This design comes from an exercise in tuning for small area, a short achievable clock period and few clock cycles per item on the open sky130 flow, not from production work. The RTL was checked by simulation tests, not by an equivalence proof against the original design. Power is estimated from default activity; no workload was simulated.

File: flow/flow/run.sh
#!/bin/bash
# Standard layout, with the entry flip-flops of the list array placed in a
# grid before global placement (see preplace.tcl). Each tool's output is in
# the ORFS logs under orfs/logs, and make's own output in standard.log.
set -euo pipefail
W=$(pwd)
export PRE_GLOBAL_PLACE_SKIP_IO_TCL=$W/flow/preplace.tcl
export PRE_GLOBAL_PLACE_TCL=$W/flow/preplace.tcl
export POST_GLOBAL_PLACE_TCL=$W/flow/unfix.tcl
bash standard.sh > $W/standard.log 2>&1
File: flow/flow/preplace.tcl
# Places the 2048 entry flip-flops of the list array in a grid before global
# placement, and fixes them there so global placement builds the rest of the
# logic around them. Entry j's 32 flip-flops form one block (2 columns by 16
# rows); the 64 blocks lie on an 8 x 8 grid in ring order, so that entries
# j and j+1 (and 63 and 0) are neighbours. Flip-flops are put on legal sites,
# clear of the tap cells.
set blk [ord::get_db_block]
set core [$blk getCoreArea]
set cx0 [$core xMin]
set cy0 [$core yMin]
set cx1 [$core xMax]
set cy1 [$core yMax]
set dbu [[ord::get_db_tech] getDbUnitsPerMicron]

set rows [$blk getRows]
set row0 [lindex $rows 0]
set site [$row0 getSite]
set sw [$site getWidth]
set rh [$site getHeight]

# rows by index from the bottom, with their orientation
array set row_orient {}
foreach r $rows {
  set ry [lindex [$r getOrigin] 1]
  set ri [expr { ($ry - $cy0) / $rh }]
  set row_orient($ri) [$r getOrient]
  set row_x0($ri) [lindex [$r getOrigin] 0]
}

# tap cells by row
array set taps {}
set flops {}
foreach inst [$blk getInsts] {
  set m [[$inst getMaster] getName]
  if { [string match "*tapvpwrvgnd*" $m] } {
    set b [$inst getBBox]
    set ri [expr { ([$b yMin] - $cy0) / $rh }]
    lappend taps($ri) [list [$b xMin] [$b xMax]]
    continue
  }
  set n [string map {"\\" ""} [$inst getName]]
  if { [regexp {^u_dp\.g_ent\[(\d+)\]\.u_ent\.q\[(\d+)\]} $n -> e b] } {
    lappend flops [list $e $b $inst]
  }
}
puts "preplace: [llength $flops] entry flip-flops, row height $rh, site $sw"

# ring order over the 8 x 8 grid: column 0 upwards, then a snake over
# columns 1..7 in rows 7..1, then back along row 0
set cells {}
for { set r 0 } { $r < 8 } { incr r } { lappend cells [list 0 $r] }
for { set c 1 } { $c < 8 } { incr c } {
  if { $c % 2 } {
    for { set r 7 } { $r >= 1 } { incr r -1 } { lappend cells [list $c $r] }
  } else {
    for { set r 1 } { $r <= 7 } { incr r } { lappend cells [list $c $r] }
  }
}
for { set c 7 } { $c >= 1 } { incr c -1 } { lappend cells [list $c 0] }

# geometry (um): slot pitch, block pitch in x, rows per block pitch
set slot_um 15.0
set bgap_um 6.0
set brows 24
set slot [expr { int($slot_um * $dbu / $sw) * $sw }]
set bpitch [expr { 2 * $slot + int($bgap_um * $dbu / $sw) * $sw }]
set arr_w [expr { 8 * $bpitch }]
set arr_h [expr { 8 * $brows * $rh }]
set ax0 [expr { $cx0 + (($cx1 - $cx0 - $arr_w) / 2 / $sw) * $sw }]
set ar0 [expr { (($cy1 - $cy0) / $rh - 8 * $brows) / 2 }]
if { $ax0 < $cx0 } { set ax0 $cx0 }
if { $ar0 < 0 } { set ar0 0 }
puts "preplace: array [expr {$arr_w / double($dbu)}] x [expr {$arr_h / double($dbu)}] um"

proc clear_of_taps { ri x w } {
  global taps sw
  if { ![info exists taps($ri)] } { return $x }
  set moved 1
  while { $moved } {
    set moved 0
    foreach t $taps($ri) {
      lassign $t t0 t1
      if { $x < $t1 && $x + $w > $t0 } {
        set x $t1
        set moved 1
      }
    }
  }
  return $x
}

foreach f $flops {
  lassign $f e b inst
  lassign [lindex $cells $e] gc gr
  set col [expr { $b % 2 }]
  set rin [expr { $b / 2 }]
  # 16 flip-flop rows spread over the block's rows, one free row in three
  set ri [expr { $ar0 + $gr * $brows + $rin + $rin / 2 }]
  set x [expr { $ax0 + $gc * $bpitch + $col * $slot }]
  set x [expr { $row_x0($ri) + (($x - $row_x0($ri)) / $sw) * $sw }]
  set w [[$inst getMaster] getWidth]
  set x [clear_of_taps $ri $x $w]
  $inst setOrient $row_orient($ri)
  $inst setLocation $x [expr { $cy0 + $ri * $rh }]
  $inst setPlacementStatus FIRM
}
File: flow/flow/unfix.tcl
# Releases the entry flip-flops placed by preplace.tcl, so that detailed
# placement may legalise them with the rest.
set blk [ord::get_db_block]
set k 0
foreach inst [$blk getInsts] {
  set n [string map {"\\" ""} [$inst getName]]
  if { [regexp {^u_dp\.g_ent\[\d+\]\.u_ent\.q\[\d+\]} $n] } {
    $inst setPlacementStatus PLACED
    incr k
  }
}
puts "unfix: released $k entry flip-flops"
File: flow/config.mk
export PLATFORM = sky130hd
export DESIGN_NAME = indexed_list_engine
export DESIGN_NICKNAME = indexed_list_engine
export VERILOG_FILES = /design/flow/design.v
export SDC_FILE = /design/flow/constraint.sdc
export NUM_CORES = 4
export LEC_CHECK = 0
export CAP_MARGIN = 20
export CORE_MARGIN = 2
export CORE_UTILIZATION = 35
export CTS_CLUSTER_DIAMETER = 100
export CTS_CLUSTER_SIZE = 30
export PLACE_DENSITY = 0.65
export SETUP_SLACK_MARGIN = 2.4
export SLEW_MARGIN = 20
export SYNTH_HIERARCHICAL = 1
export SYNTH_MINIMUM_KEEP_SIZE = 0
export TNS_END_PERCENT = 5
File: flow/design.v
package ile_pkg;
    localparam int MAX_ENTRIES_DEF = 64;
    localparam logic [2:0] OP_READ     = 3'd0;
    localparam logic [2:0] OP_INS_HEAD = 3'd1;
    localparam logic [2:0] OP_INS_TAIL = 3'd2;
    localparam logic [2:0] OP_INS_POS  = 3'd3;
    localparam logic [2:0] OP_DELETE   = 3'd4;
endpackage
module ile_datapath
(
    input  logic        clk,
    input  logic        rst_n,
    input  logic [50:0] item,
    input  logic        s1_load,
    input  logic        exec,
    input  logic        r0_load,
    input  logic        r0_from_r1,
    input  logic        r1_load,
    output logic [40:0] result
);
    logic [6:0]  cnt;
    logic [5:0]  head, tail;
    logic        do_ins, do_del;
    logic [2:0]  d_op;
    logic [15:0] d_pos;
    logic [5:0]  d_p;
    logic        d_neg, d_far, d_pin;
    logic [3:0]  d_lt;      
    logic [2:0]  d_full;    
    logic        d_read, d_ins, d_tail, d_insp, d_del;
    logic [2:0]  d_okk;     
    logic [2:0]  d_hitk;    
    logic        d_ok, d_hit;
    logic [5:0]  d_x;
    logic [5:0]  d_head;
    logic [6:0]  d_sum;
    logic [5:0]  d_a;
    logic        d_wrap;
    logic [63:0] d_gea, d_oha, d_lth, d_g, d_gt;
    always_comb
    begin
        d_op  = item[50:48];
        d_pos = item[47:32];
        d_p   = d_pos[5:0];
        d_neg = d_pos[15];
        d_far = !d_neg && (d_pos[14:6] != '0);
        d_pin = !d_neg && !d_far;
        d_read = (d_op == ile_pkg::OP_READ);
        d_ins  = (d_op == ile_pkg::OP_INS_HEAD) || (d_op == ile_pkg::OP_INS_TAIL) ||
                 (d_op == ile_pkg::OP_INS_POS);
        d_tail = (d_op == ile_pkg::OP_INS_TAIL);
        d_insp = (d_op == ile_pkg::OP_INS_POS);
        d_del  = (d_op == ile_pkg::OP_DELETE);
        d_lt[0] = (8'(d_p) + 8'd1 < 8'(cnt));
        d_lt[1] = (8'(d_p) < 8'(cnt));
        d_lt[2] = (8'(d_p) < 8'(cnt) + 8'd1);
        d_lt[3] = (8'(d_p) < 8'(cnt) + 8'd2);
        d_full[0] = 1'b0;
        d_full[1] = (cnt == 7'd64);
        d_full[2] = (cnt == 7'd63);
        for (int k = 0; k < 3; k++)
        begin
            d_okk[k]  = (d_ins && !d_full[k] &&
                         (!d_insp || d_neg || (!d_far && d_lt[k+1]))) ||
                        (d_del && d_pin && d_lt[k]);
            d_hitk[k] = d_read && d_pin && d_lt[k];
        end
        d_ok  = do_ins ? d_okk[2] : (do_del ? d_okk[0] : d_okk[1]);
        d_hit = do_ins ? d_hitk[2] : (do_del ? d_hitk[0] : d_hitk[1]);
        d_x    = ((d_op == ile_pkg::OP_INS_HEAD) || (d_insp && d_neg)) ? 6'd0 : d_p;
        d_head = head + 6'(do_del);
        d_sum  = {1'b0, head} + {1'b0, d_x} + 7'(do_del);
        d_a    = d_sum[5:0];
        d_wrap = d_sum[6] && !(head == 6'd63 && do_del);
        for (int j = 0; j < 64; j++)
        begin
            d_gea[j] = (6'(j) >= d_a);
            d_oha[j] = (6'(j) == d_a);
            d_lth[j] = (6'(j) < d_head);
        end
        d_g  = d_wrap ? (d_gea & d_lth) : (d_gea | d_lth);
        d_gt = d_g & ~d_oha;
    end
    logic        q_read, q_ins, q_tail, q_del;
    logic [63:0] q_gt;
    logic [31:0] q_val;
    logic        q_ok, q_hit;
    always_ff @(posedge clk)
    begin
        if (s1_load)
        begin
            q_read <= d_read;
            q_ins  <= d_ins;
            q_tail <= d_tail;
            q_del  <= d_del;
            q_gt   <= d_gt;
            q_val  <= item[31:0];
            q_ok   <= d_ok;
            q_hit  <= d_hit;
        end
    end
    logic        ok, hit;
    logic [63:0] gt, oh, oh_head, oh_tail;
    logic [63:0] ld, dn, hold;
    logic [6:0]  cnt_inc, cnt_dec, cnt_next;
    always_comb
    begin
        ok     = q_ok;
        hit    = q_hit;
        do_ins = exec && q_ins && ok;
        do_del = exec && q_del && ok;
        gt     = q_gt;
        for (int j = 0; j < 64; j++)
        begin
            oh_head[j] = (6'(j) == head);
            oh_tail[j] = (6'(j) == tail);
        end
        for (int j = 0; j < 64; j++)
        begin
            oh[j] = !gt[j] && (gt[(j + 1) % 64] || oh_head[(j + 1) % 64]);
        end
        for (int j = 0; j < 64; j++)
        begin
            ld[j]   = do_ins && (q_tail ? oh_tail[j] : oh[j]);
            dn[j]   = (do_ins && !q_tail && gt[j]) || (do_del && !gt[j] && !oh_head[j]);
            hold[j] = !(ld[j] || dn[j]);
        end
        cnt_inc  = cnt + 7'd1;
        cnt_dec  = cnt - 7'd1;
        cnt_next = do_ins ? cnt_inc : (do_del ? cnt_dec : cnt);
    end
    always_ff @(posedge clk or negedge rst_n)
    begin
        if (!rst_n)
        begin
            cnt  <= '0;
            head <= '0;
            tail <= '0;
        end
        else
        begin
            cnt <= cnt_next;
            if (do_ins)
                tail <= tail + 6'd1;
            if (do_del)
                head <= head + 6'd1;
        end
    end
    logic [31:0] ent [64];
    for (genvar j = 0; j < 64; j++)
    begin : g_ent
        ile_entry u_ent
        (
            .clk  (clk),
            .ld   (ld[j]),
            .dn   (dn[j]),
            .hold (hold[j]),
            .val  (q_val),
            .prev (ent[(j + 63) % 64]),
            .q    (ent[j])
        );
    end
    logic [31:0] rd;
    logic [40:0] res_exec;
    always_comb
    begin
        rd = '0;
        for (int j = 0; j < 64; j++)
        begin
            if (oh[j])
                rd = rd | ent[j];
        end
        res_exec[40:9] = !q_read ? 32'd0 : (hit ? rd : 32'hFFFF_FFFF);
        res_exec[8]    = hit;
        res_exec[7]    = ok && (q_ins || q_del);
        res_exec[6:0]  = cnt_next;
    end
    logic [40:0] r0, r1;
    always_ff @(posedge clk)
    begin
        if (r1_load)
            r1 <= res_exec;
        if (r0_load)
            r0 <= r0_from_r1 ? r1 : res_exec;
    end
    assign result = r0;
endmodule
module ile_entry
(
    input  logic        clk,
    input  logic        ld,
    input  logic        dn,
    input  logic        hold,
    input  logic [31:0] val,
    input  logic [31:0] prev,
    output logic [31:0] q
);
    always_ff @(posedge clk)
    begin
        q <= ({32{ld}} & val) | ({32{dn}} & prev) | ({32{hold}} & q);
    end
endmodule
module ile_controller
(
    input  logic clk,
    input  logic rst_n,
    input  logic item_valid,
    output logic item_stall,
    input  logic result_stall,
    output logic s1_load,       
    output logic exec,          
    output logic r0_load,       
    output logic r0_from_r1,    
    output logic r1_load,       
    output logic result_valid
);
    logic s1_valid, r0_valid, r1_valid;
    logic s1_valid_next, r1_valid_next;
    logic stall_reg;
    logic r0_free;
    assign exec         = s1_valid && !r1_valid;
    assign item_stall   = stall_reg;
    assign s1_load      = !item_stall;
    assign r0_free      = !r0_valid || !result_stall;
    assign r0_load      = r0_free && (r1_valid || exec);
    assign r0_from_r1   = r1_valid;
    assign r1_load      = exec && !r0_free;
    assign result_valid = r0_valid;
    assign s1_valid_next = s1_load ? item_valid : s1_valid;
    assign r1_valid_next = !r0_free && (r1_valid || exec);
    always_ff @(posedge clk or negedge rst_n)
    begin
        if (!rst_n)
        begin
            s1_valid  <= 1'b0;
            r0_valid  <= 1'b0;
            r1_valid  <= 1'b0;
            stall_reg <= 1'b0;
        end
        else
        begin
            s1_valid  <= s1_valid_next;
            r1_valid  <= r1_valid_next;
            stall_reg <= s1_valid_next && r1_valid_next;
            if (r0_free)
                r0_valid <= r1_valid || exec;
        end
    end
endmodule
module indexed_list_engine
(
    input  logic        clk,
    input  logic        rst_n,
    input  logic        item_valid,
    output logic        item_stall,
    input  logic [50:0] item,
    output logic        result_valid,
    input  logic        result_stall,
    output logic [40:0] result
);
    logic s1_load, exec, r0_load, r0_from_r1, r1_load;
    ile_controller u_ctrl
    (
        .clk          (clk),
        .rst_n        (rst_n),
        .item_valid   (item_valid),
        .item_stall   (item_stall),
        .result_stall (result_stall),
        .s1_load      (s1_load),
        .exec         (exec),
        .r0_load      (r0_load),
        .r0_from_r1   (r0_from_r1),
        .r1_load      (r1_load),
        .result_valid (result_valid)
    );
    ile_datapath u_dp
    (
        .clk        (clk),
        .rst_n      (rst_n),
        .item       (item),
        .s1_load    (s1_load),
        .exec       (exec),
        .r0_load    (r0_load),
        .r0_from_r1 (r0_from_r1),
        .r1_load    (r1_load),
        .result     (result)
    );
endmodule
File: flow/standard.sh
#!/bin/bash
# synth_recipe.tcl (not shown) runs the flow's synth.tcl, then flattens the netlist and writes it again
# the make line also repeats each setting of config.mk as NAME=value (left out here)
make -C /OpenROAD-flow-scripts/flow DESIGN_CONFIG=/design/flow/config.mk WORK_HOME=/design/flow/orfs CLKGATE_MAP_FILE= SYNTH_SCRIPT=/design/flow/synth_recipe.tcl "${@:-finish}"
File: flow/constraint.sdc
create_clock -name core_clock -period 5.0 [get_ports {clk}]
set_input_delay 1.0000 -clock core_clock [delete_from_list [all_inputs] [get_ports {clk}]]
set_output_delay 1.0000 -clock core_clock [all_outputs]
set_load 0.01 [all_outputs]
==> results.yml, run 1 <==
yosys:
  synthFlopType: "dfxtp_1"
  seq_area_frac_synth_pct: 42.1
  syn_area_um2: 112000
  avgSynthCellArea_um2: 9.44
  synth_edf_count: 184
  synth_nets: 12000
  synthArstFlopShare_pct: 1.02
  ys_ff_latch: 2255
  synth.distinct_cells: 84
  synth_cells: 11900
  yosysWarnings: 10
outcome:
  stop_error: "[ERROR GRT-0116] Global routing finished with congestion. Check the congestion regions in the DRC Viewer."
  haltStage: "5_1_grt"
  status: "aborted with a tool error"
clocking:
  holdBufCountCts: 0
  numCtsBuffers: 103
  root_buffer: "clkbuf_16"
  cts_max_path_buffers: 4
  numClockSinks: 2255
  htree_levels: 3
placement:
  placed_area_um2: 140000
  place_ws_ns: -0.0418
  dp_cells: 17700
  dp_hpwl_mm: 1580
  port_buffers: 97
global_routing:
  grt_pass1_vias: 188000
  grt_max_degree: 66
  grt.total_usage_pct: 124
  grt_pass1_wl_mm: 2620
  overflow: 71900
floorplan:
  io_pins: 98
  row_count: 207
  die_w_um: 569
  fp.dieH_um: 569
  initial_utilization_pct: 35.2
metrics by stage:
| step | util (%) | total power, µW |
|---|---|---|
| 4_1_cts | 46.4 | 120000 |
| 3_5_place_dp | 44.1 | 108000 |
| 3_3_place_gp | 44.0 | 110000 |
| 2_1_floorplan | - | 44800 |
how the worst min path moves through the flow:
stage | startpoint | to | slack [ns]
after global placement | u_dp.g_ent[14].u_ent.q[16]$_DFF_P_ | u_dp.g_ent[14].u_ent.q[16]$_DFF_P_ | 0.45
after CTS | rst_n | u_dp.head[4]$_DFFE_PN0P_ | 0.05
after floorplan | u_dp.g_ent[21].u_ent.q[30]$_DFF_P_ | u_dp.g_ent[22].u_ent.q[30]$_DFF_P_ | 0.45
after detailed placement | u_dp.g_ent[51].u_ent.q[24]$_DFF_P_ | u_dp.g_ent[51].u_ent.q[24]$_DFF_P_ | 0.45
what timing repair did:
item                        CTS
resized for setup           385
cloned                        4
pin swaps                    79
buffers inserted            216
setup endpoints to repair  2228
cell families after synthesis:
| family | synth area share (%) |
|---|---|
| AO/OA/AOI/OAI | 33.7 |
| buffers and inverters | 13.2 |
| flip-flops | 42.1 |
| AND/OR/NAND/NOR | 9.76 |
| adder cells (fa/ha/maj) | 0.704 |
| XOR/XNOR | 0.282 |
| multiplexers | 0.277 |
per-module statistics from Yosys (local to each module, per instance), a selection:
module          cells inside  flip-flops and latches  area (µm²)
ile_datapath            5123                     203       37800
ile_entry                105                      32        1160
ile_controller            17                       4         170
power by group through the flow:
stage               registers (µW)  logic [µW]  clock network, µW
global placement             54100       56300                  0
detailed placement           53000       55100                  0
floorplan                    31100       13700                  0
CTS                          52400       57000              10700
layer usage:
metal	track usage, %	overflow
met2	157	39700
met3	107	8686
met1	115	16200
met4	113	6316
met5	97.1	1001
Yosys cell counts (24+ instances only):
cell | count | area share, %
a2111oi_0 | 148 | 1.2
mux2_2 | 24 | 0.24
clkbuf_1 | 438 | 1.5
nor2b_1 | 77 | 0.43
buf_6 | 260 | 2.6
nand4_1 | 231 | 1.3
a22oi_1 | 1037 | 7.0
and4_1 | 39 | 0.31
nor4_1 | 82 | 0.46
buf_4 | 131 | 0.88
xnor2_1 | 28 | 0.22
nor3b_1 | 42 | 0.28
and3_1 | 320 | 1.8
nand2_1 | 347 | 1.2
a21oi_1 | 112 | 0.50
a221oi_1 | 162 | 1.3
buf_1 | 50 | 0.17
nor2_1 | 158 | 0.53
a222oi_1 | 2097 | 19
ha_1 | 43 | 0.48
and3b_1 | 167 | 1.3
buf_2 | 243 | 1.1
a22o_1 | 241 | 1.9
or4_1 | 39 | 0.26
nand3_1 | 212 | 0.95
dfxtp_1 | 2048 | 37
nor3_1 | 105 | 0.47
inv_1 | 2091 | 7.0
edfxtp_1 | 184 | 4.9
o21ai_0 | 359 | 1.6
Testbench counts, summed over its fixed seeds: cycles 12,816, items 12,800.
==> run 2: changes to the inputs <==
--- a/flow/design.v
+++ b/flow/design.v
@@ -34,3 +34,2 @@
     logic [5:0]  d_x;
-    logic [5:0]  d_head;
     logic [6:0]  d_sum;
@@ -38,3 +37,3 @@
     logic        d_wrap;
-    logic [63:0] d_gea, d_oha, d_lth, d_g, d_gt;
+    logic [63:0] d_gea, d_oha, d_lth, d_g, d_gt, d_oh;
     always_comb
@@ -70,6 +69,5 @@
         d_x    = ((d_op == ile_pkg::OP_INS_HEAD) || (d_insp && d_neg)) ? 6'd0 : d_p;
-        d_head = head + 6'(do_del);
-        d_sum  = {1'b0, head} + {1'b0, d_x} + 7'(do_del);
+        d_sum  = {1'b0, head} + {1'b0, d_x};
         d_a    = d_sum[5:0];
-        d_wrap = d_sum[6] && !(head == 6'd63 && do_del);
+        d_wrap = d_sum[6];
         for (int j = 0; j < 64; j++)
@@ -78,3 +76,3 @@
             d_oha[j] = (6'(j) == d_a);
-            d_lth[j] = (6'(j) < d_head);
+            d_lth[j] = (6'(j) < head);
         end
@@ -82,5 +80,11 @@
         d_gt = d_g & ~d_oha;
+        d_oh = d_oha;
+        if (do_del)
+        begin
+            d_gt = {d_gt[62:0], d_gt[63]};
+            d_oh = {d_oh[62:0], d_oh[63]};
+        end
     end
     logic        q_read, q_ins, q_tail, q_del;
-    logic [63:0] q_gt;
+    logic [63:0] q_gt, q_oh;
     logic [31:0] q_val;
@@ -96,2 +100,3 @@
             q_gt   <= d_gt;
+            q_oh   <= d_oh;
             q_val  <= item[31:0];
@@ -117,6 +122,3 @@
         end
-        for (int j = 0; j < 64; j++)
-        begin
-            oh[j] = !gt[j] && (gt[(j + 1) % 64] || oh_head[(j + 1) % 64]);
-        end
+        oh     = q_oh;
         for (int j = 0; j < 64; j++)
@@ -162,12 +164,17 @@
     end
-    logic [31:0] rd;
-    logic [40:0] res_exec;
+    logic [31:0]   rd;
+    logic [2047:0] ent_flat;
+    logic [40:0]   res_exec;
+    for (genvar j = 0; j < 64; j++)
+    begin : g_flat
+        assign ent_flat[32*j +: 32] = ent[j];
+    end
+    ile_readmux u_rd
+    (
+        .sel  (oh),
+        .data (ent_flat),
+        .rd   (rd)
+    );
     always_comb
     begin
-        rd = '0;
-        for (int j = 0; j < 64; j++)
-        begin
-            if (oh[j])
-                rd = rd | ent[j];
-        end
         res_exec[40:9] = !q_read ? 32'd0 : (hit ? rd : 32'hFFFF_FFFF);
@@ -200,2 +207,17 @@
         q <= ({32{ld}} & val) | ({32{dn}} & prev) | ({32{hold}} & q);
+    end
+endmodule
+module ile_readmux
+(
+    input  logic [63:0]   sel,
+    input  logic [2047:0] data,
+    output logic [31:0]   rd
+);
+    always_comb
+    begin
+        rd = '0;
+        for (int j = 0; j < 64; j++)
+        begin
+            rd = rd | ({32{sel[j]}} & data[32*j +: 32]);
+        end
     end
--- a/flow/flow/preplace.tcl
+++ b/flow/flow/preplace.tcl
@@ -1,4 +1,4 @@
-# Places the 2048 entry flip-flops of the list array in a grid before global
-# placement, and fixes them there so global placement builds the rest of the
-# logic around them. Entry j's 32 flip-flops form one block (2 columns by 16
+# Places the 2048 entry flip-flops of the list array, each with the two gates
+# that drive its D input, in a grid before global placement, and fixes them
+# there so global placement builds the rest of the logic around them. Entry j's 32 flip-flops form one block (2 columns by 16
 # rows); the 64 blocks lie on an 8 x 8 grid in ring order, so that entries
@@ -91,2 +91,20 @@
 
+# the single-load cell driving a pin, or ""
+proc driver_of { inst pin } {
+  set it [$inst findITerm $pin]
+  if { $it eq "NULL" || $it eq "" } { return "" }
+  set net [$it getNet]
+  if { $net eq "NULL" || $net eq "" } { return "" }
+  set drv ""
+  set loads 0
+  foreach t [$net getITerms] {
+    if { [$t isOutputSignal] } { set drv [$t getInst] } else { incr loads }
+  }
+  if { $drv eq "" || $loads != 1 } { return "" }
+  set m [$drv getMaster]
+  if { [$m isSequential] || [string match "*tap*" [$m getName]] } { return "" }
+  return $drv
+}
+
+set ::preplaced {}
 foreach f $flops {
@@ -100,7 +118,27 @@
   set x [expr { $row_x0($ri) + (($x - $row_x0($ri)) / $sw) * $sw }]
-  set w [[$inst getMaster] getWidth]
+  # the flip-flop, then the gate driving D, then the gate driving that
+  set group [list $inst]
+  set d1 [driver_of $inst D]
+  if { $d1 ne "" } {
+    lappend group $d1
+    set a [lindex [$d1 getITerms] 0]
+    foreach t [$d1 getITerms] {
+      if { [$t isInputSignal] } {
+        set d2 [driver_of $d1 [[$t getMTerm] getName]]
+        if { $d2 ne "" } { lappend group $d2 }
+        break
+      }
+    }
+  }
+  set w 0
+  foreach c $group { incr w [[$c getMaster] getWidth] }
   set x [clear_of_taps $ri $x $w]
-  $inst setOrient $row_orient($ri)
-  $inst setLocation $x [expr { $cy0 + $ri * $rh }]
-  $inst setPlacementStatus FIRM
+  foreach c $group {
+    $c setOrient $row_orient($ri)
+    $c setLocation $x [expr { $cy0 + $ri * $rh }]
+    $c setPlacementStatus FIRM
+    lappend ::preplaced $c
+    incr x [[$c getMaster] getWidth]
+  }
 }
+puts "preplace: placed [llength $::preplaced] cells"
==> flow/flow/unfix.tcl (replaced) <==
# Releases the cells placed by preplace.tcl (run earlier in the same step),
# so that detailed placement may legalise them with the rest.
foreach c $::preplaced {
  $c setPlacementStatus PLACED
}
puts "unfix: released [llength $::preplaced] cells"
--- a/flow/config.mk
+++ b/flow/config.mk
@@ -12,3 +12,4 @@
 export CTS_CLUSTER_SIZE = 30
-export PLACE_DENSITY = 0.65
+export GPL_ROUTABILITY_DRIVEN = 0
+export PLACE_DENSITY = 0.6
 export SETUP_SLACK_MARGIN = 2.4
==> results.yml, run 2 <==
yosys:
  synthArstFlopShare_pct: 0.992
  synth_cells: 9752
  synthFlopType: "dfxtp_1"
  seq_area_frac_synth_pct: 48.4
  synth_common_cells: "inv_1, a222oi_1, dfxtp_1, a22o_1, a221oi_1"
  ys_ff_latch: 2319
  synth_top_area_share_pct: 40.5
  synth.distinct_cells: 82
  synth_edf_count: 248
  yosysTopAreaCell: "dfxtp_1"
  synth_most_common_cell: "inv_1"
  yosysWarnings: 11
  synth_nets: 9849
  avgSynthCellArea_um2: 10.4
  synthTopCellsByArea: "dfxtp_1, a222oi_1, inv_1, edfxtp_1, a22o_1"
  syn_area_um2: 101000
outcome:
  haltStage: "5_1_grt"
  status: "aborted with a tool error"
  stop_error: "[ERROR GRT-0116] Global routing finished with congestion. Check the congestion regions in the DRC Viewer."
global_routing:
  grt.total_usage_pct: 84.0
  grt_pass1_vias: 127000
  grt_pass1_wl_mm: 1660
  grt_max_degree: 113
  overflow: 8360
clocking:
  cts_max_path_buffers: 3
  numCtsBuffers: 89
  numClockSinks: 2319
  htree_levels: 3
  root_buffer: "clkbuf_16"
  holdBufCountCts: 0
placement:
  dp_cells: 13100
  port_buffers: 97
  placed_area_um2: 104000
  dp_hpwl_mm: 595
floorplan:
  io_pins: 98
  die_w_um: 542
  fp.dieH_um: 542
  row_count: 197
  initial_utilization_pct: 35.1
## run 2: power groups by stage
stage               clock network [µW]  logic [µW]  registers, µW
floorplan                            0       11500          30400
CTS                               9340       18500          45400
detailed placement                   0       17100          46000
global placement                     0       17000          46000
## run 2: timing repair
item | 4_1_cts
resized for setup | 539
cloned | 36
setup buffers | 161
setup endpoints to repair | 2286
pin swaps | 119
## run 2: worst min path at each step
stage / startpoint / endpoint / slack (ns)
2_1_floorplan: u_dp.q_hit$_DFFE_PP_ / u_dp.r1[8]$_DFFE_PP_ / 0.43
3_3_place_gp: u_ctrl.s1_valid$_DFF_PN0_ / u_ctrl.s1_valid$_DFF_PN0_ / 0.52
3_5_place_dp: u_dp.g_ent[14].u_ent.q[27]$_DFF_P_ / u_dp.g_ent[14].u_ent.q[27]$_DFF_P_ / 0.53
4_1_cts: item[49] / u_dp.q_read$_DFFE_PP_ / 0.51
## run 2: cell families after synthesis
family / after synthesis / synth area share [%]
DFF: 2319 / 48.4
buffers and inverters: 2950 / 13.9
xor gates and xnor gates: 32 / 0.277
and+or+nand+nor: 732 / 3.50
AOI/OAI and AO/OA: 3589 / 32.5
muxes: 73 / 0.773
adders and majority gates: 57 / 0.678
## run 2: through the flow
stage	utilization [%]	setup TNS [ns]	total power [µW]	setup WS, ns
4_1_cts	38.6	0	73300	1.69
3_5_place_dp	36.2	-0.00580	63100	-0.00580
3_3_place_gp	36.2	0	62900	0.0615
2_1_floorplan	-	0	41900	1.29
## run 2: per-layer routing
layer / track usage, % / overflow
met4: 75.8 / 1353
met3: 77.7 / 996
met5: 68.2 / 120
met2: 95.6 / 4207
met1: 82.8 / 1684
## run 2: Yosys stat by module, one instance, submodules excluded, excerpt
| module | times used | cells | cell area, µm² | flops+latches |
|---|---|---|---|---|
| ile_controller | 1 | 17 | 170 | 4 |
| ile_datapath | 1 | 1639 | 16000 | 267 |
| ile_entry | 64 | 105 | 1160 | 32 |
| ile_readmux | 1 | 1376 | 11000 | 0 |
Testbench counts of run 2, summed over its fixed seeds: cycles 12,816, items 12,800.
==> run 3: changes to the inputs <==
--- a/flow/design.v
+++ b/flow/design.v
@@ -38,2 +38,4 @@
     logic [63:0] d_gea, d_oha, d_lth, d_g, d_gt, d_oh;
+    logic [63:0] d_ohh, d_oht, d_pos1h, d_mv;
+    logic        d_insok, d_delok;
     always_comb
@@ -81,10 +83,24 @@
         d_oh = d_oha;
-        if (do_del)
+        for (int j = 0; j < 64; j++)
         begin
-            d_gt = {d_gt[62:0], d_gt[63]};
-            d_oh = {d_oh[62:0], d_oh[63]};
+            d_ohh[j] = (6'(j) == head);
+            d_oht[j] = (6'(j) == tail);
         end
-    end
-    logic        q_read, q_ins, q_tail, q_del;
-    logic [63:0] q_gt, q_oh;
+        if (do_del)
+        begin
+            d_gt  = {d_gt[62:0], d_gt[63]};
+            d_oh  = {d_oh[62:0], d_oh[63]};
+            d_ohh = {d_ohh[62:0], d_ohh[63]};
+        end
+        if (do_ins)
+            d_oht = {d_oht[62:0], d_oht[63]};
+        d_insok = d_ins && d_ok;
+        d_delok = d_del && d_ok;
+        d_pos1h = d_tail ? d_oht : d_oh;
+        d_mv    = d_insok ? (d_tail ? 64'd0 : d_gt) :
+                  (d_delok ? (~d_gt & ~d_ohh) : 64'd0);
+    end
+    logic        q_read, q_ins, q_del;
+    logic [63:0] q_oh, q_mv;
+    logic        q_insok, q_delok;
     logic [31:0] q_val;
@@ -97,6 +113,7 @@
             q_ins  <= d_ins;
-            q_tail <= d_tail;
             q_del  <= d_del;
-            q_gt   <= d_gt;
-            q_oh   <= d_oh;
+            q_oh    <= d_pos1h;
+            q_mv    <= d_mv;
+            q_insok <= d_insok;
+            q_delok <= d_delok;
             q_val  <= item[31:0];
@@ -107,3 +124,3 @@
     logic        ok, hit;
-    logic [63:0] gt, oh, oh_head, oh_tail;
+    logic [63:0] oh;
     logic [63:0] ld, dn, hold;
@@ -114,10 +131,4 @@
         hit    = q_hit;
-        do_ins = exec && q_ins && ok;
-        do_del = exec && q_del && ok;
-        gt     = q_gt;
-        for (int j = 0; j < 64; j++)
-        begin
-            oh_head[j] = (6'(j) == head);
-            oh_tail[j] = (6'(j) == tail);
-        end
+        do_ins = exec && q_insok;
+        do_del = exec && q_delok;
         oh     = q_oh;
@@ -125,4 +136,4 @@
         begin
-            ld[j]   = do_ins && (q_tail ? oh_tail[j] : oh[j]);
-            dn[j]   = (do_ins && !q_tail && gt[j]) || (do_del && !gt[j] && !oh_head[j]);
+            ld[j]   = do_ins && oh[j];
+            dn[j]   = exec && q_mv[j];
             hold[j] = !(ld[j] || dn[j]);
@@ -215,2 +226,12 @@
 );
+    logic [511:0] part;
+    for (genvar g = 0; g < 16; g++)
+    begin : g_grp
+        ile_readgrp u_grp
+        (
+            .sel  (sel[4*g +: 4]),
+            .data (data[128*g +: 128]),
+            .rd   (part[32*g +: 32])
+        );
+    end
     always_comb
@@ -218,3 +239,18 @@
         rd = '0;
-        for (int j = 0; j < 64; j++)
+        for (int g = 0; g < 16; g++)
+        begin
+            rd = rd | part[32*g +: 32];
+        end
+    end
+endmodule
+module ile_readgrp
+(
+    input  logic [3:0]   sel,
+    input  logic [127:0] data,
+    output logic [31:0]  rd
+);
+    always_comb
+    begin
+        rd = '0;
+        for (int j = 0; j < 4; j++)
         begin
==> flow/flow/run.sh (replaced) <==
#!/bin/bash
# Standard synthesis, then the standard layout with two changes: the entry
# flip-flops of the list array, with the gates driving them, are placed in a
# grid before global placement (see preplace.tcl), and timing repair may
# resize cells to other footprints (MATCH_CELL_FOOTPRINT=0), and the ports
# are buffered with buf_4 cells. Each tool's
# output is in the ORFS logs under orfs/logs, and make's own output in
# synth.log and layout.log.
set -euo pipefail
W=$(pwd)
export PRE_GLOBAL_PLACE_SKIP_IO_TCL=$W/flow/preplace.tcl
export PRE_GLOBAL_PLACE_TCL=$W/flow/preplace.tcl
export POST_GLOBAL_PLACE_TCL=$W/flow/unfix.tcl
export BUFFER_PORTS_ARGS="-buffer_cell sky130_fd_sc_hd__buf_4"
bash standard.sh synth > $W/synth.log 2>&1
sed 's/"\${@:-finish}"/MATCH_CELL_FOOTPRINT=0 "${@:-finish}"/' standard.sh > $W/layout.sh
grep -q 'MATCH_CELL_FOOTPRINT=0' $W/layout.sh
bash $W/layout.sh > $W/layout.log 2>&1
--- a/flow/flow/preplace.tcl
+++ b/flow/flow/preplace.tcl
@@ -47,28 +47,16 @@
 
-# ring order over the 8 x 8 grid: column 0 upwards, then a snake over
-# columns 1..7 in rows 7..1, then back along row 0
-set cells {}
-for { set r 0 } { $r < 8 } { incr r } { lappend cells [list 0 $r] }
-for { set c 1 } { $c < 8 } { incr c } {
-  if { $c % 2 } {
-    for { set r 7 } { $r >= 1 } { incr r -1 } { lappend cells [list $c $r] }
-  } else {
-    for { set r 1 } { $r <= 7 } { incr r } { lappend cells [list $c $r] }
-  }
-}
-for { set c 7 } { $c >= 1 } { incr c -1 } { lappend cells [list $c 0] }
-
-# geometry (um): slot pitch, block pitch in x, rows per block pitch
-set slot_um 15.0
-set bgap_um 6.0
-set brows 24
-set slot [expr { int($slot_um * $dbu / $sw) * $sw }]
-set bpitch [expr { 2 * $slot + int($bgap_um * $dbu / $sw) * $sw }]
-set arr_w [expr { 8 * $bpitch }]
-set arr_h [expr { 8 * $brows * $rh }]
+# Geometry: the array is 4 bands of 16 columns. Column c of a band holds one
+# entry, bit b in row b of the band; bands run left to right and right to
+# left in turn, so that entry j+1 sits next to entry j, bit for bit. A free
+# row follows every 8 bit rows.
+set colw_um 24.0
+set bgap_rows 4
+set colw [expr { int($colw_um * $dbu / $sw) * $sw }]
+set arr_w [expr { 16 * $colw }]
+set arr_rows [expr { 4 * 36 + 3 * $bgap_rows }]
 set ax0 [expr { $cx0 + (($cx1 - $cx0 - $arr_w) / 2 / $sw) * $sw }]
-set ar0 [expr { (($cy1 - $cy0) / $rh - 8 * $brows) / 2 }]
+set ar0 [expr { (($cy1 - $cy0) / $rh - $arr_rows) / 2 }]
 if { $ax0 < $cx0 } { set ax0 $cx0 }
 if { $ar0 < 0 } { set ar0 0 }
-puts "preplace: array [expr {$arr_w / double($dbu)}] x [expr {$arr_h / double($dbu)}] um"
+puts "preplace: array [expr {$arr_w / double($dbu)}] x [expr {$arr_rows * $rh / double($dbu)}] um"
 
@@ -111,8 +99,8 @@
   lassign $f e b inst
-  lassign [lindex $cells $e] gc gr
-  set col [expr { $b % 2 }]
-  set rin [expr { $b / 2 }]
-  # 16 flip-flop rows spread over the block's rows, one free row in three
-  set ri [expr { $ar0 + $gr * $brows + $rin + $rin / 2 }]
-  set x [expr { $ax0 + $gc * $bpitch + $col * $slot }]
+  set band [expr { $e / 16 }]
+  set c [expr { $e % 16 }]
+  if { $band % 2 } { set c [expr { 15 - $c }] }
+  # bit b in row b of the band, with a free row after every 8 bits
+  set ri [expr { $ar0 + $band * (36 + $bgap_rows) + $b + $b / 8 }]
+  set x [expr { $ax0 + $c * $colw }]
   set x [expr { $row_x0($ri) + (($x - $row_x0($ri)) / $sw) * $sw }]
@@ -132,3 +120,4 @@
   }
-  set w 0
+  # one free site between the cells of a group, for pin access
+  set w [expr { ([llength $group] - 1) * $sw }]
   foreach c $group { incr w [[$c getMaster] getWidth] }
@@ -140,3 +129,3 @@
     lappend ::preplaced $c
-    incr x [[$c getMaster] getWidth]
+    incr x [expr { [[$c getMaster] getWidth] + $sw }]
   }
--- a/flow/config.mk
+++ b/flow/config.mk
@@ -9,3 +9,3 @@
 export CORE_MARGIN = 2
-export CORE_UTILIZATION = 35
+export CORE_UTILIZATION = 30
 export CTS_CLUSTER_DIAMETER = 100
@@ -13,3 +13,4 @@
 export GPL_ROUTABILITY_DRIVEN = 0
-export PLACE_DENSITY = 0.6
+export MIN_ROUTING_LAYER = met2
+export PLACE_DENSITY = 0.7
 export SETUP_SLACK_MARGIN = 2.4
@@ -18,2 +19,2 @@
 export SYNTH_MINIMUM_KEEP_SIZE = 0
-export TNS_END_PERCENT = 5
+export TNS_END_PERCENT = 10
==> results.yml, run 3 <==
yosys:
  synthTopCellsByArea: "dfxtp_1, a222oi_1, inv_1, a22oi_1, edfxtp_1"
  synth_top_area_share_pct: 39.6
  synthArstFlopShare_pct: 0.991
  yosysWarnings: 12
  synth.distinct_cells: 84
  seq_area_frac_synth_pct: 47.3
  synth_edf_count: 249
  yosysTopAreaCell: "dfxtp_1"
  synth_cells: 10500
  syn_area_um2: 104000
  synthFlopType: "dfxtp_1"
  synth_nets: 10600
  synth_most_common_cell: "inv_1"
  avgSynthCellArea_um2: 9.87
  ys_ff_latch: 2320
  synth_common_cells: "inv_1, a222oi_1, dfxtp_1, a22oi_1, nand2_1"
clocking:
  cts_max_path_buffers: 3
  root_buffer: "clkbuf_16"
  numClockSinks: 2320
  numCtsBuffers: 90
  htree_levels: 3
  holdBufCountCts: 0
global_routing:
  grt_max_degree: 98
  grt.total_usage_pct: 62.3
  grt_pass1_vias: 147000
  grt_pass1_wl_mm: 999
  overflow: 4476
outcome:
  status: "aborted with a tool error"
  haltStage: "5_1_grt"
  stop_error: "[ERROR GRT-0116] Global routing finished with congestion. Check the congestion regions in the DRC Viewer."
floorplan:
  row_count: 215
  die_w_um: 592
  fp.dieH_um: 592
  io_pins: 98
  initial_utilization_pct: 30.2
placement:
  place_ws_ns: 0.348
  dp_hpwl_mm: 322
  port_buffers: 97
-- run 3: cell types whose count changed after synthesis, sizes merged, moves of 97 or more --
| cell | previous run | this run |
|---|---|---|
| a22oi | 10 | 1031 |
| a22o | 577 | 6 |
| a221oi | 516 | 2 |
| nand2 | 189 | 679 |
| buf | 676 | 826 |
| nor4 | 6 | 141 |
| clkbuf | 205 | 108 |
-- run 3: routing by layer --
metal	GRT overflow	GRT usage [%]
met1	-	-
met2	1006	64.5
met3	2741	70.0
met4	482	47.2
met5	247	51.5
-- run 3: metrics by stage --
stage                     instance area (µm²)  instances
after floorplan                        104000      10500
after global placement                 107000      14700
after detailed placement               108000      14700
after CTS                              115000      15000
-- run 3: power groups by stage --
| stage | registers, µW | clock network (µW) | logic (µW) |
|---|---|---|---|
| after detailed placement | 36200 | 0 | 23900 |
| after CTS | 35500 | 9340 | 27100 |
| after floorplan | 32200 | 0 | 14800 |
| after global placement | 36200 | 0 | 23800 |
-- run 3: cells by family after synthesis --
logic type	Yosys count	share of synthesized area [%]
compound gates	3554	30.2
xor+xnor	31	0.262
fa+ha+maj	50	0.593
buf+inv	3009	14.0
flops	2320	47.3
mux	122	1.23
simple gates	1416	6.32
-- run 3: worst max path at each step --
stage / start / to / slack [ns] / cells past startpoint
CTS: item[50] / u_dp.q_mv[20]$_DFFE_PP_ / 1.67 / 15
detailed placement: item[49] / u_dp.q_mv[6]$_DFFE_PP_ / 0.35 / 13
global placement: item[49] / u_dp.q_mv[8]$_DFFE_PP_ / 0.42 / 15
floorplan: item[48] / u_dp.q_mv[42]$_DFFE_PP_ / 1.27 / 15
-- run 3: Yosys stat by module, one instance, submodules excluded, a selection --
module	copies in the design	flip-flops and latches	cells inside
ile_readmux	1	0	160
ile_datapath	1	268	1877
ile_entry	64	32	105
ile_readgrp	16	0	108
ile_controller	1	4	17
-- run 3: timing repair --
item,in CTS
buffers inserted,202
pin swaps,198
endpoints found under the hold margin,0
resized for setup,615
gates cloned,28
endpoints found under the setup margin,1236
Testbench counts of run 3, summed over its fixed seeds: cycles 12,816, items 12,800.
==> run 4: changes to the inputs <==
--- a/flow/design.v
+++ b/flow/design.v
@@ -125,3 +125,3 @@
     logic [63:0] oh;
-    logic [63:0] ld, dn, hold;
+    logic [63:0] ld, dn;
     logic [6:0]  cnt_inc, cnt_dec, cnt_next;
@@ -138,3 +138,2 @@
             dn[j]   = exec && q_mv[j];
-            hold[j] = !(ld[j] || dn[j]);
         end
@@ -169,4 +168,3 @@
             .dn   (dn[j]),
-            .hold (hold[j]),
-            .val  (q_val),
+            .val  ((j % 2) ? q_val : ~q_val),
             .prev (ent[(j + 63) % 64]),
@@ -210,3 +208,2 @@
     input  logic        dn,
-    input  logic        hold,
     input  logic [31:0] val,
@@ -217,3 +214,4 @@
     begin
-        q <= ({32{ld}} & val) | ({32{dn}} & prev) | ({32{hold}} & q);
+        if (ld || dn)
+            q <= ~(ld ? val : prev);
     end
@@ -256,3 +254,3 @@
         begin
-            rd = rd | ({32{sel[j]}} & data[32*j +: 32]);
+            rd = rd | ({32{sel[j]}} & ((j % 2) ? ~data[32*j +: 32] : data[32*j +: 32]));
         end
==> flow/run.sh (new file) <==
#!/bin/bash
# synth_recipe.tcl (not shown) runs the flow's synth.tcl, then flattens the netlist and writes it again
# the make line also repeats each setting of config.mk as NAME=value (left out here)
make -C /OpenROAD-flow-scripts/flow DESIGN_CONFIG=/design/flow/config.mk WORK_HOME=/design/flow/orfs CLKGATE_MAP_FILE= SYNTH_SCRIPT=/design/flow/synth_recipe.tcl finish
--- a/flow/config.mk
+++ b/flow/config.mk
@@ -9,8 +9,3 @@
 export CORE_MARGIN = 2
-export CORE_UTILIZATION = 30
-export CTS_CLUSTER_DIAMETER = 100
-export CTS_CLUSTER_SIZE = 30
-export GPL_ROUTABILITY_DRIVEN = 0
-export MIN_ROUTING_LAYER = met2
-export PLACE_DENSITY = 0.7
+export CORE_UTILIZATION = 35
 export SETUP_SLACK_MARGIN = 2.4
removed: flow/flow/run.sh
removed: flow/flow/preplace.tcl
removed: flow/flow/unfix.tcl
removed: flow/standard.sh
==> results.yml, run 4 <==
setup_path:
  cp_common_cell: "buf_6"
  cp_slowest_cell: "fa_2"
  path_depth: 17
  r2r_cells: 14
  cp.buffers_inverters: 4
  critPathKind: "in -> reg"
  critPathMaxStageDelay_ns: 0.41
  critPathTopFamily: "compound AO/OA/AOI/OAI gates"
  path_cells: "buf_6 -> nand2b_4 -> nand2_4 -> and2_4 -> ha_4 -> inv_2 -> fa_2 -> buf_6 -> nor2b_4 -> o21a_4 -> mux2i_4 -> o211a_4 -> buf_6 -> nor3_2 -> o311a_1 -> mux2i_1 -> mux2i_1"
  crit_fanout: 5
  crit_arrival_ns: 4.02
  critical_path_required_ns: 5.65
  cp-start-kind: "input port"
  cp-end-kind: "flop"
worst_hold_path:
  hp-class: "in -> async"
power:
  leakagePower_uw: 0.0443
  power.density_nw_per_um2: 448
  ir_worst_vdd_uv: 270
timing:
  tns_ns: 0
  timing.final.crit_share_pct: 67.3
  fmax_ghz: 0.297
  final_max_slew_viol_count: 0
  slew_headroom_pct: 12.8
  worst_slew_pin_slew_ns: 1.30
  setup_ws_ns: 1.63
  grt_setup_unrepaired: "yes"
  hold_viol: 0
  finalSetupViolations: 0
  min_period_ns: 3.37
  finClkSkew_ns: 0.0365
global_routing:
  grt.total_usage_pct: 30.8
  grt_max_degree: 83
  antenna_found_initial: 50
  grt_pass1_vias: 86000
  grt_pass1_wl_mm: 735
  overflow: 0
yosys:
  avgSynthCellArea_um2: 13.6
  seq_area_frac_synth_pct: 58.7
  syn_area_um2: 119000
  synth_cells: 8728
  synthTopCellsByArea: "edfxtp_1, mux2i_1, nand2_1, o2111ai_1, nand2b_1"
  synth_most_common_cell: "edfxtp_1"
  synth_top_area_share_pct: 58.2
  yosysWarnings: 12
  synthArstFlopShare_pct: 0.991
  synth.distinct_cells: 95
  synth_common_cells: "edfxtp_1, mux2i_1, nand2_1, nand2b_1, o2111ai_1"
  synth_nets: 8825
  synthFlopType: "edfxtp_1"
  synth_edf_count: 2297
  ys_ff_latch: 2320
  yosysTopAreaCell: "edfxtp_1"
clocking:
  clk_pin_slew_ns: 0.06
  root_buffer: "clkbuf_16"
  numClockSinks: 2320
  cts_tree: "yes"
  cts_max_path_buffers: 4
  numCtsBuffers: 266
  clock_latency_ns: 0.95
  htree_levels: 5
finish:
  final_cell_mix: "edfxtp_1, mux2i_1, nand2_1"
  drive_gt1_share_pct: 23.6
  seqCellArea_um2: 69600
  final_common_cell: "edfxtp_1"
  final_nets: 9532
  fin_area_um2: 144000
  reg_top3: "u_dp.g_ent.u_ent.q: 2048 flops, u_dp.q_mv: 64 flops, u_dp.q_oh: 64 flops"
  top_register: "u_dp.g_ent.u_ent.q"
  multi_input_area_um2: 48100
  areaGrowthSynthToFinish_pct: 21.1
  largest_reg_flops: 2048
  fill_cells: 30600
floorplan:
  fp.dieH_um: 586
  die_w_um: 586
  io_pins: 98
  design.die.area_um2: 343000
  initial_utilization_pct: 35.2
  core_area_um2: 337000
  row_count: 213
drt:
  drtAntennaViolNets: 0
  wl_per_cell_um: 38.5
  first_pass_iters: 7
  drc: 0
  vias: 89200
  finalWirelength_mm: 546
  drt_iter0_drc: 12800
  vias_per_cell: 6.29
placement:
  placed_area_um2: 125000
  port_buffers: 97
  dp_hpwl_mm: 337
  globalplace.congestion: 0.965
  place_ws_ns: 0.0133
outcome:
  status: "timing/DRC/antenna clean"
flow_run:
  drv_cap: 0
## run 4: repair_timing
action	CTS	global route
cloned	47	7
hold buffers	0	0
setup buffers	293	56
endpoints found under the setup margin	3861	3682
gates resized for setup	1063	229
pin swaps	318	83
## run 4: final timing paths
path / startpoint / end / slack (ns)
min in group core_clock: item[48] / u_dp.q_read$_DFFE_PP_ / 0.51
worst min-delay path: rst_n / u_dp.head[4]$_DFFE_PN0P_ / 0.15
worst max-delay path: item[47] / u_dp.q_mv[41]$_DFFE_PP_ / 1.63
worst min register to register: u_ctrl.s1_valid$_DFF_PN0_ / u_ctrl.s1_valid$_DFF_PN0_ / 0.53
worst max register to register: u_dp.cnt[1]$_DFF_PN0_ / u_dp.q_mv[59]$_DFFE_PP_ / 1.68
max in group asynchronous: rst_n / u_ctrl.r1_valid$_DFF_PN0_ / 4.23
## run 4: power breakdown
part | internal [µW] | switching, µW | leakage, µW
sequential | 23600 | 1260 | 0.0216
clock | 11300 | 8760 | 0.00413
combinational | 6660 | 12800 | 0.0186
total | 41500 | 22800 | 0.0443
## run 4: logic make-up (layout without fill, tap and decap cells)
family                   count (synthesis)  in the layout  synth area share, %
AND/OR/NAND/NOR                       2453           2460                 10.1
multiplexers                          2164           2164                 18.3
flip-flops                            2320           2320                 58.7
buffers and inverters                  685           1586                 5.00
XOR/XNOR                                29             29                0.214
AO/OA/AOI/OAI                         1018           1018                 7.13
adder cells (fa/ha/maj)                 59             59                0.597
other                                    0             21                    0
## run 4: layout make-up
class,instances,area share [%]
Antenna cell,21,0.0366
Clock buffer,337,4.97
Clock inverter,132,0.951
Inverter,74,0.395
Multi-Input combinational cell,5730,33.5
Sequential cell,2320,48.5
Tap cell,4515,3.94
Timing Repair Buffer,1034,7.71
Timing Repair inverter,9,0.0654
## run 4: per-module statistics from Yosys, one instance, submodules excluded, a selection
module / area, µm² / times used / cells
ile_datapath: 17900 / 1 / 1879
ile_controller: 170 / 1 / 17
ile_readgrp: 846 / 16 / 141
ile_readmux: 1000 / 1 / 160
ile_entry: 1340 / 64 / 69
## run 4: stage by stage
stage                     hold slack, ns  power, µW  cells  utilization (%)
after floorplan                    0.426      31600   8728                -
after global placement             0.519      39700  13300             36.9
after detailed placement           0.522      39900  13300             37.0
after CTS                          0.126      63000  14100             42.1
after global routing               0.183      65200  14200             42.6
final                              0.149      64300  14200             42.6
## run 4: metal layers
| layer | GRT usage, % | up-vias | wire [µm] |
|---|---|---|---|
| li1 | - | 35000 | - |
| met1 | 38.7 | 45800 | 199000 |
| met2 | 45.2 | 6760 | 230000 |
| met3 | 9.58 | 1593 | 69600 |
| met4 | 21.2 | 40 | 46700 |
| met5 | 0 | - | 303 |
## run 4: worst register-to-register path, delay by kind of cell (launching register included)
kind	cells	cell delay (ns)
AO/OA/AOI/OAI	2	0.51
XOR/XNOR	1	0.16
adder cells (fa/ha/maj)	2	0.47
buffers and inverters	3	0.44
flip-flops	1	0.47
multiplexers	1	0.21
AND/OR/NAND/NOR	5	0.89
Testbench counts of run 4, summed over its fixed seeds: cycles 12,816, items 12,800.
==> run 5: changes to the inputs <==
--- a/flow/config.mk
+++ b/flow/config.mk
@@ -9,3 +9,3 @@
 export CORE_MARGIN = 2
-export CORE_UTILIZATION = 35
+export CORE_UTILIZATION = 45
 export SETUP_SLACK_MARGIN = 2.4
==> results.yml, run 5 <==
global_routing:
  grt_pass1_vias: 85400
  overflow: 0
  grt_pass1_wl_mm: 718
  grt_max_degree: 90
  grt.total_usage_pct: 38.8
  globalRouteMet1Util_pct: 51.2
  top_usage_layer: "met2"
  grt.met3_usage_pct: 10.9
  antenna_found_initial: 42
  met2_usage_pct: 56.4
drt:
  drt_iter0_drc: 13100
  vias_per_cell: 6.72
  drtAntennaViolNets: 0
  drc: 0
  vias: 89300
  finalWirelength_mm: 531
  wl_per_cell_um: 40.0
  first_pass_iters: 6
yosys:
  syn_area_um2: 119000
  synthArstFlopShare_pct: 0.991
  synth_common_cells: "edfxtp_1, mux2i_1, nand2_1, nand2b_1, o2111ai_1"
  synth_most_common_cell: "edfxtp_1"
  yosysTopAreaCell: "edfxtp_1"
  synth_top_area_share_pct: 58.2
  synth_cells: 8728
  seq_area_frac_synth_pct: 58.7
  synth.distinct_cells: 95
  synth_edf_count: 2297
  synth_nets: 8825
  ys_ff_latch: 2320
  avgSynthCellArea_um2: 13.6
  synthTopCellsByArea: "edfxtp_1, mux2i_1, nand2_1, o2111ai_1, nand2b_1"
  yosysWarnings: 12
  synthFlopType: "edfxtp_1"
power:
  pwr-share-comb_pct: 30.7
  ir_worst_vdd_uv: 351
  seq_power_share_pct: 38.6
  clkPwrFrac_pct: 30.7
  leakagePower_uw: 0.0444
  p_int_uw: 41800
  switching_share_pct: 34.9
  power_switching_uw: 22300
  power.density_nw_per_um2: 450
clocking:
  cts_max_path_buffers: 4
  htree_levels: 5
  numClockSinks: 2320
  holdBufCountCts: 0
  clk_pin_slew_ns: 0.05
  numCtsBuffers: 271
  root_buffer: "clkbuf_16"
  clock_latency_ns: 0.91
  cts_tree: "yes"
timing:
  timing.final.crit_share_pct: 68.6
  min_period_ns: 3.43
  slew_headroom_pct: 13.8
  hold_viol: 0
  whs_ns: 0.202
  finClkSkew_ns: 0.0741
  fmax_ghz: 0.291
  grt_setup_unrepaired: "yes"
  worst_slew_pin_slew_ns: 1.29
  final_max_slew_viol_count: 0
  finalSetupViolations: 0
setup_path:
  path_cells: "buf_8 -> nor2b_4 -> nand2_8 -> nand2_1 -> inv_1 -> ha_4 -> buf_4 -> a211o_4 -> a21boi_4 -> o211a_4 -> buf_12 -> buf_8 -> o21ai_0 -> a31oi_1 -> a221oi_4 -> buf_6 -> a22oi_1 -> mux2i_1"
  crit_fanout: 10
  critPathTopFamily: "compound AO/OA/AOI/OAI gates"
  cp-end-kind: "flop"
  cp_common_cell: "buf_8"
  crit_arrival_ns: 4.14
  critical_path_required_ns: 5.71
  cp-start-kind: "input port"
  critPathKind: "in -> reg"
  cp_slowest_cell: "a211o_4"
  critPathMaxStageDelay_ns: 0.37
  cp.buffers_inverters: 6
finish:
  largest_reg_flops: 2048
  drive_gt1_share_pct: 24.0
  final_nets: 9644
  reg_top3: "u_dp.g_ent.u_ent.q: 2048 flops, u_dp.q_mv: 64 flops, u_dp.q_oh: 64 flops"
  final_cell_mix: "edfxtp_1, mux2i_1, nand2_1"
  fin_area_um2: 142000
  top_register: "u_dp.g_ent.u_ent.q"
  areaGrowthSynthToFinish_pct: 20.0
  final_common_cell: "edfxtp_1"
  fill_cells: 21800
outcome:
  status: "timing/DRC/antenna clean"
floorplan:
  io_pins: 98
  design.die.area_um2: 268000
  core_area_um2: 262000
  die_w_um: 517
  row_count: 188
  initial_utilization_pct: 45.2
  fp.dieH_um: 517
flow_run:
  drv_cap: 0
placement:
  placed_area_um2: 124000
  dp_hpwl_mm: 337
  globalplace.congestion: 1.01
  port_buffers: 97
worst_hold_path:
  hp-class: "in -> async"
run 5: cell types whose count changed in the layout (fill, tap and decap cells not counted), sizes merged, moves of 3 or more:
cell,before,now
buf,927,1049
inv,89,70
clkinv,92,97
dlygate4sd2,6,1
clkinvlp,7,11
bufbuf,9,2
or2,82,85
bufinv,27,23
clkdlybuf4s50,81,85
run 5: metrics by stage:
step	TNS [ns]	utilization (%)	instances	setup WS [ns]	power [µW]
final	0	54.3	13300	1.57	64100
after floorplan	0	-	8728	1.14	31600
after CTS	0	53.3	13100	1.64	62200
after global routing	0	54.2	13300	1.50	65100
after global placement	-0.332	47.2	12400	-0.109	39900
after detailed placement	-0.176	47.2	12400	-0.0807	39900
run 5: area by class of cell:
cell class                 instances  area [µm²]  area share [%]
clock inverter                   124        1100           0.774
clock buffer                     344        7320            5.14
multi-input combinational       5733       47700            33.5
timing repair inverter             3        21.3          0.0149
inverter                          74         536           0.376
timing repair buffer            1144       11600            8.17
antenna                           23        57.6          0.0404
tap                             3515        4400            3.09
sequential                      2320       69600            48.9
run 5: worst paths after layout:
| path | from | cells past startpoint | slack (ns) | endpoint |
|---|---|---|---|---|
| min in group core_clock | u_dp.q_hit$_DFFE_PP_ | 0 | 0.41 | u_dp.r1[8]$_DFFE_PP_ |
| max | item[50] | 18 | 1.57 | u_dp.q_mv[35]$_DFFE_PP_ |
| max in group asynchronous | rst_n | 1 | 4.21 | u_dp.head[3]$_DFFE_PN0P_ |
| min reg2reg | u_dp.q_hit$_DFFE_PP_ | 0 | 0.41 | u_dp.r1[8]$_DFFE_PP_ |
| min | rst_n | 1 | 0.20 | u_ctrl.s1_valid$_DFF_PN0_ |
| max reg2reg | u_dp.head[1]$_DFFE_PN0P_ | 14 | 1.60 | u_dp.q_mv[35]$_DFFE_PP_ |
run 5: power by group through the flow:
| stage | clock network (µW) | logic [µW] | registers [µW] |
|---|---|---|---|
| 2_1_floorplan | 0 | 6940 | 24700 |
| 3_3_place_gp | 0 | 14500 | 25400 |
| 3_5_place_dp | 0 | 14600 | 25300 |
| 4_1_cts | 19700 | 17800 | 24700 |
| 5_1_grt | 20400 | 19800 | 24800 |
| 6_report | 19700 | 19700 | 24800 |
run 5: worst register-to-register path: cells and delay by family (launching register included):
kind / cells / cell delay (ns)
AO/OA/AOI/OAI: 7 / 1.48
buffers and inverters: 5 / 0.91
flip-flops: 1 / 0.33
adder cells (fa/ha/maj): 1 / 0.26
multiplexers: 1 / 0.24
run 5: cell families after synthesis:
logic type / synth area share, %
simple gates: 10.1
flops: 58.7
mux: 18.3
compound gates: 7.13
xor+xnor: 0.214
buf+inv: 5.00
fa+ha+maj: 0.597
run 5: Yosys stat by module, one instance, submodules excluded, a selection:
module / flip-flops and latches / copies in the design
ile_readmux: 0 / 1
ile_readgrp: 0 / 16
ile_controller: 4 / 1
ile_entry: 32 / 64
ile_datapath: 268 / 1
run 5: repair_timing:
action	4_1_cts	5_1_grt
resized for setup	837	330
setup buffers	281	117
pin swaps	210	157
gates cloned	30	4
endpoints found under the setup margin	4238	2410
run 5: layer usage:
metal	vias up	share of wire [%]
met3	1522	12
met1	46000	38
met5	-	0.036
met2	6528	42
met4	32	7.5
li1	35200	-
==> run 6: changes to the inputs <==
--- a/flow/config.mk
+++ b/flow/config.mk
@@ -9,4 +9,3 @@
 export CORE_MARGIN = 2
-export CORE_UTILIZATION = 45
-export SETUP_SLACK_MARGIN = 2.4
+export CORE_UTILIZATION = 40
 export SLEW_MARGIN = 20
@@ -14,2 +13 @@
 export SYNTH_MINIMUM_KEEP_SIZE = 0
-export TNS_END_PERCENT = 10
==> results.yml, run 6 <==
outcome:
  status: "timing/DRC/antenna clean"
drt:
  route.met2.wl_mm: 224
  drt_iter0_drc: 13600
  vias: 86600
  finalWirelength_mm: 524
  vias_per_cell: 6.53
  drtAntennaViolNets: 0
  dr_wl_met3_mm: 64.4
  wl_per_cell_um: 39.5
  drc: 0
  topRoutingLayerUsed: "met5"
  first_pass_iters: 8
  wl_met1_mm: 197
yosys:
  synth_most_common_cell: "edfxtp_1"
  synthArstFlopShare_pct: 0.991
  synth_top_area_share_pct: 58.2
  synth_compound_area_share_pct: 7.13
  ys_ff_latch: 2320
  yosys.area_share.simple_pct: 10.1
  seq_area_frac_synth_pct: 58.7
  synthXorXnorAreaFrac_pct: 0.214
  synth_cells: 8728
  syn_area_um2: 119000
  synth_nets: 8825
  muxShareOfSynthArea_pct: 18.3
  avgSynthCellArea_um2: 13.6
  synth_edf_count: 2297
  synthTopCellsByArea: "edfxtp_1, mux2i_1, nand2_1, o2111ai_1, nand2b_1"
  yosysWarnings: 12
  synth_common_cells: "edfxtp_1, mux2i_1, nand2_1, nand2b_1, o2111ai_1"
  synth_top_family_by_area: "multiplexers"
  synthFlopType: "edfxtp_1"
  synth.distinct_cells: 95
  yosysTopAreaCell: "edfxtp_1"
  synthAdderAreaFrac_pct: 0.597
global_routing:
  grt.total_usage_pct: 33.8
  overflow: 0
  grt_max_degree: 97
  grt_pass1_wl_mm: 707
  antenna_found_initial: 54
  grt_pass1_vias: 82600
placement:
  port_buffers: 97
  placed_area_um2: 124000
  dp_hpwl_mm: 346
  globalplace.congestion: 0.969
  place_ws_ns: -0.0543
clocking:
  holdBufCountCts: 0
  clk_pin_slew_ns: 0.05
  cts_tree: "yes"
  cts.repair.resized: 0
  root_buffer: "clkbuf_16"
  cts_max_path_buffers: 4
  numClockSinks: 2320
  postCtsSetupBuffers: 0
  numCtsBuffers: 268
  clock_latency_ns: 0.95
  htree_levels: 5
floorplan:
  core_area_um2: 294000
  initial_utilization_pct: 40.3
  io_pins: 98
  row_count: 199
  fp.dieH_um: 548
  die_w_um: 548
  design.die.area_um2: 301000
timing:
  timing.final.crit_share_pct: 82.5
  finalSetupViolations: 0
  slew_headroom_pct: 14.5
  grt_setup_unrepaired: "no"
  fmax_ghz: 0.242
  tns_ns: 0
  finClkSkew_ns: 0.0603
  setup_ws_ns: 0.874
  worst_slew_pin_slew_ns: 1.28
  hold_viol: 0
  min_period_ns: 4.13
  final_max_slew_viol_count: 0
finish:
  reg_top3: "u_dp.g_ent.u_ent.q: 2048 flops, u_dp.q_mv: 64 flops, u_dp.q_oh: 64 flops"
  utilization_pct: 45.1
  drive_gt1_share_pct: 15.1
  final_common_cell: "edfxtp_1"
  largest_reg_flops: 2048
  areaGrowthSynthToFinish_pct: 11.9
  fin_area_um2: 133000
  final_cell_mix: "edfxtp_1, mux2i_1, nand2_1"
  top_register: "u_dp.g_ent.u_ent.q"
  final_nets: 9218
power:
  ir_worst_vdd_uv: 337
  power.density_nw_per_um2: 451
  leakagePower_uw: 0.0404
  report.power.total_uw: 59900
setup_path:
  critPathKind: "in -> reg"
  critical_path_required_ns: 5.65
  crit_fanout: 12
  crit_arrival_ns: 4.78
  cp-start-kind: "input port"
  cp-end-kind: "flop"
worst_hold_path:
  hp-class: "in -> async"
flow_run:
  drv_cap: 0
run 6: cell counts after synthesis:
No cell type changed its count.
run 6: per-module statistics from Yosys (local to each module, per instance), excerpt:
| module | times used | flops+latches | cells |
|---|---|---|---|
| ile_datapath | 1 | 268 | 1879 |
| ile_entry | 64 | 32 | 69 |
| ile_readmux | 1 | 0 | 160 |
| ile_readgrp | 16 | 0 | 141 |
| ile_controller | 1 | 4 | 17 |
run 6: layout make-up:
type | instances | area, µm²
tap | 3919 | 4900
sequential | 2320 | 69600
fill | 26600 | 162000
multi-input combinational | 5723 | 43500
inverter | 74 | 285
clock buffer | 344 | 7110
timing repair buffer | 734 | 6100
clock inverter | 125 | 1180
antenna | 23 | 57.6
run 6: kinds of logic after synthesis:
| logic type | after synthesis |
|---|---|
| simple gates | 2453 |
| flops | 2320 |
| mux | 2164 |
| compound gates | 1018 |
| buf+inv | 685 |
| fa+ha+maj | 59 |
| xor+xnor | 29 |
run 6: final timing paths:
kind                                         start                         to  slack, ns  cells past startpoint
min in group core_clock       u_dp.q_hit$_DFFE_PP_       u_dp.r1[8]$_DFFE_PP_       0.53                      0
max reg2reg                u_dp.q_oh[18]$_DFFE_PP_      u_dp.r0[10]$_DFFE_PP_       1.04                      7
max                                       item[47]     u_dp.q_mv[1]$_DFFE_PP_       0.87                     17
min reg2reg                   u_dp.q_hit$_DFFE_PP_       u_dp.r1[8]$_DFFE_PP_       0.53                      0
max in group asynchronous                    rst_n  u_ctrl.r1_valid$_DFF_PN0_       4.38                      1
min                                          rst_n      u_dp.cnt[5]$_DFF_PN0_       0.12                      1
run 6: per-layer routing:
layer  GRT usage [%]  vias up
met3            9.01     1284
li1                -    34300
met5               0        -
met2            50.0     6506
met1            44.2    44400
met4            20.6       22
run 6: per-stage QoR:
step,hold slack [ns],cells
6_report,0.121,13300
5_1_grt,0.147,13200
4_1_cts,0.115,13200
3_5_place_dp,0.532,12800
3_3_place_gp,0.517,12800
2_1_floorplan,0.426,8728
run 6: where the power goes:
part           leakage [µW]  switching (µW)  internal, µW
Sequential           0.0216            1530         23600
Combinational        0.0148           10700          4500
Clock               0.00403            8650         10900
run 6: worst max-delay path, cell delays in order:
cell	delay [ns]
clkdlybuf4s50_1	0.41
nand2b_1	0.17
nand2_1	0.12
buf_4	0.15
nand2_1	0.08
buf_4	0.15
fa_1	0.48
nand2b_2	0.27
buf_4	0.16
a21oi_4	0.19
a21o_2	0.34
buf_4	0.28
nand3_1	0.24
o21ai_0	0.37
o21ai_0	0.12
o21ai_0	0.14
mux2i_1	0.11

[what the ideal ports hide]
No port has a modelled driver above. Below, the same layouts with a new extraction and two added sets of constraints. Step 1 (the two cells are an assumption about what drives the block):
set clk [get_ports {clk}]
set_driving_cell -lib_cell sky130_fd_sc_hd__clkbuf_16 $clk
set_driving_cell -lib_cell sky130_fd_sc_hd__buf_2 [delete_from_list [all_inputs] $clk]
Step 2 also shifts input and output timing later by t, the mid clock arrival at the registers, as if the neighbouring blocks saw the same clock. Slacks: ideal ports / drivers / drivers and shift; pairs: ideal ports / drivers.
run | t, ns | setup slack, ns | worst setup path after step 2
run 4 | 1.036 | 1.635 / 1.682 / 0.678 | input to register
run 5 | 0.990 | 1.568 / 1.598 / 0.651 | input to register
run 6 | 1.022 | 0.874 / 0.955 / -0.067 | input to register
Met with ideal ports but missed after step 2: setup timing in run 6. For run 4, which loses most, drivers alone change the setup slack by +0.047 ns; drivers and shift together by -0.957 ns.
